Source: an optimization exercise on an open RTL-to-GDS flow (aim: small area and a short achievable clock period). Production flows keep margins and buffers that such runs may drop.

// inv_shift_sub_stage
module inv_shift_sub_stage #(
    parameter int TAG_W = 4
) (
    input  logic             CLK,
    input  logic             RST_N,
    input  logic             IN_VALID,
    output logic             IN_READY,
    input  logic [0:127]     IN,
    input  logic [TAG_W-1:0] IN_TAG,
    output logic             OUT_VALID,
    input  logic             OUT_READY,
    output logic [0:127]     OUT,
    output logic [TAG_W-1:0] OUT_TAG
);
For scale: roughly 2700 cells after synthesis, ~330 flip-flops, roughly 27000 um2 of cells after synthesis.
==> flow/config.mk <==
export PLATFORM = sky130hd
export DESIGN_NAME = inv_shift_sub_stage
export DESIGN_NICKNAME = inv_shift_sub_stage
export VERILOG_FILES = /design/flow/design.v
export SDC_FILE = /design/flow/constraint.sdc
export NUM_CORES = 4
export LEC_CHECK = 0
export CAP_MARGIN = 20
export CORE_MARGIN = 2
export CORE_UTILIZATION = 22
export PLACE_DENSITY = 0.3
export SETUP_SLACK_MARGIN = 2.5
export SLEW_MARGIN = 20
export SYNTH_HIERARCHICAL = 1
export TNS_END_PERCENT = 0
==> flow/constraint.sdc <==
create_clock -name core_clock -period 5.0 [get_ports {CLK}]
set_input_delay 1.0000 -clock core_clock [delete_from_list [all_inputs] [get_ports {CLK}]]
set_output_delay 1.0000 -clock core_clock [all_outputs]
set_load 0.01 [all_outputs]
standard.sh (not shown) runs the stock make flow with config.mk's settings and CLKGATE_MAP_FILE= SYNTH_SCRIPT=/design/flow/synth_recipe.tcl, a recipe that flattens the netlist after the stock synthesis.
==> flow/flow/run.sh <==
#!/bin/bash
set -euo pipefail
bash standard.sh BUFFER_PORTS_ARGS="-buffer_cell sky130_fd_sc_hd__buf_2" finish > run_make.log 2>&1
Change:
--- a/flow/design.v
+++ b/flow/design.v
@@ -21,19 +21,19 @@
     input  logic             IN_VALID,
     output logic             IN_READY,
     input  logic [0:127]     IN,
     input  logic [TAG_W-1:0] IN_TAG,
     output logic             OUT_VALID,
     input  logic             OUT_READY,
     output logic [0:127]     OUT,
     output logic [TAG_W-1:0] OUT_TAG
 );
-    localparam int NEN = 16;           
+    localparam int NEN = 2;           
     logic [NEN:0]      en;      
     logic              v1;
     logic [TAG_W-1:0]  tag1;
     logic [15:0][11:0] s1;      
     logic [15:0][11:0] s1_d;
     logic [15:0][7:0]  s2;      
     logic [15:0][7:0]  s2_d;
     g_ready u_ready (.out_valid(OUT_VALID), .out_ready(OUT_READY), .ready(IN_READY));
     for (genvar e = 0; e <= NEN; e++) begin : g_en
Fmax drops by 0.32%.
Global-route usage drops by 0.33 points.
Worst hold slack barely changes.
Non-clock buffer count climbs by 17.
Core utilization hardly moves.
No functional check of the RTL was part of any run of this note.

* * *

Setup of run A:
inv_shift_sub_stage, a different RTL version from the one above (not shown whole).
Size in the first run: roughly 2,700 cells after synthesis, about 270 I/O pins, about 27,000 sq um of cells after synthesis.
==> flow/config.mk <==
export PLATFORM = sky130hd
export DESIGN_NAME = inv_shift_sub_stage
export DESIGN_NICKNAME = inv_shift_sub_stage
export VERILOG_FILES = /design/flow/design.v
export SDC_FILE = /design/flow/constraint.sdc
export NUM_CORES = 4
export LEC_CHECK = 0
export CAP_MARGIN = 20
export CORE_MARGIN = 2
export CORE_UTILIZATION = 22
export PLACE_DENSITY = 0.3
export SETUP_SLACK_MARGIN = 2.5
export SLEW_MARGIN = 20
export SYNTH_HIERARCHICAL = 1
export TNS_END_PERCENT = 0
==> flow/constraint.sdc <==
create_clock -name core_clock -period 5.0 [get_ports {CLK}]
set_input_delay 1.0000 -clock core_clock [delete_from_list [all_inputs] [get_ports {CLK}]]
set_output_delay 1.0000 -clock core_clock [all_outputs]
set_load 0.01 [all_outputs]
Scripts as last shown in full above: flow/flow/run.sh
Input-level comparison between run B and run A:
--- a/flow/design.v
+++ b/flow/design.v
@@ -32,16 +32,18 @@
     logic              v1;
     logic [TAG_W-1:0]  tag1;
     logic [15:0][11:0] s1;      
     logic [15:0][11:0] s1_d;
     logic [15:0][7:0]  s2;      
     logic [15:0][7:0]  s2_d;
     g_ready u_ready (.out_valid(OUT_VALID), .out_ready(OUT_READY), .ready(IN_READY));
+    logic en_root;
+    g_ready u_en_root (.out_valid(OUT_VALID), .out_ready(OUT_READY), .ready(en_root));
     for (genvar e = 0; e <= NEN; e++) begin : g_en
-        g_ready u_en (.out_valid(OUT_VALID), .out_ready(OUT_READY), .ready(en[e]));
+        g_ready u_en (.out_valid(OUT_VALID), .out_ready(en_root), .ready(en[e]));
     end
     for (genvar k = 0; k < 16; k++) begin : g_byte
         localparam int COL = k / 4;
         localparam int ROW = k % 4;
         localparam int SRC = 4 * ((COL - ROW + 4) % 4) + ROW;
         logic [7:0]  x;
         logic [11:0] o1;
Results
Changes observed in run B relative to run A: hold slack went up 0.0043 ns, final standard cell area without fillers held, aggregate global-route resource usage held, XOR/XNOR share of the synthesized area held. Comparing run B and run A, the higher shortest period the worst path allows was measured on run B.
Function was not checked in any run of this note: the RTL went through the layout flow alone.

[separate check: timing with driven ports]
In the flow no input, the clock included, has a driving cell. The finished layouts below were timed again as built, in two steps. Step 1: set_driving_cell puts a clkbuf_16 on CLK and a buf_2 on each other input, an assumption about the parent block. Step 2 moves the port delays by t, midway between the first and last clock arrival at a register: inputs arrive t later, outputs are due t later. That takes back most of the time a late clock gives input paths. Slacks: no drivers / after step 1 / after step 2; pairs: no drivers / after step 1.
| run | t (ns) | slack for setup (ns) | latest minus earliest clock arrival (ns) | worst register clock-pin slew, ns |
|---|---|---|---|---|
| the first run of note 1 | 0.672 | 2.479 / 2.430 / 1.877 | 0.018 / 0.018 | 0.06 / 0.06 |
| the second run of note 1 | 0.655 | 2.471 / 2.471 / 1.956 | 0.026 / 0.026 | 0.06 / 0.06 |
| run A | 0.669 | 2.464 / 2.464 / 1.904 | 0.021 / 0.021 | 0.06 / 0.06 |
| run B | 0.678 | 2.422 / 2.422 / 1.830 | 0.025 / 0.025 | 0.06 / 0.06 |
After both steps setup and hold are still met in every run listed. For the first run of note 1, which loses most, drivers alone change the setup slack by -0.049 ns; drivers and shift together by -0.602 ns.
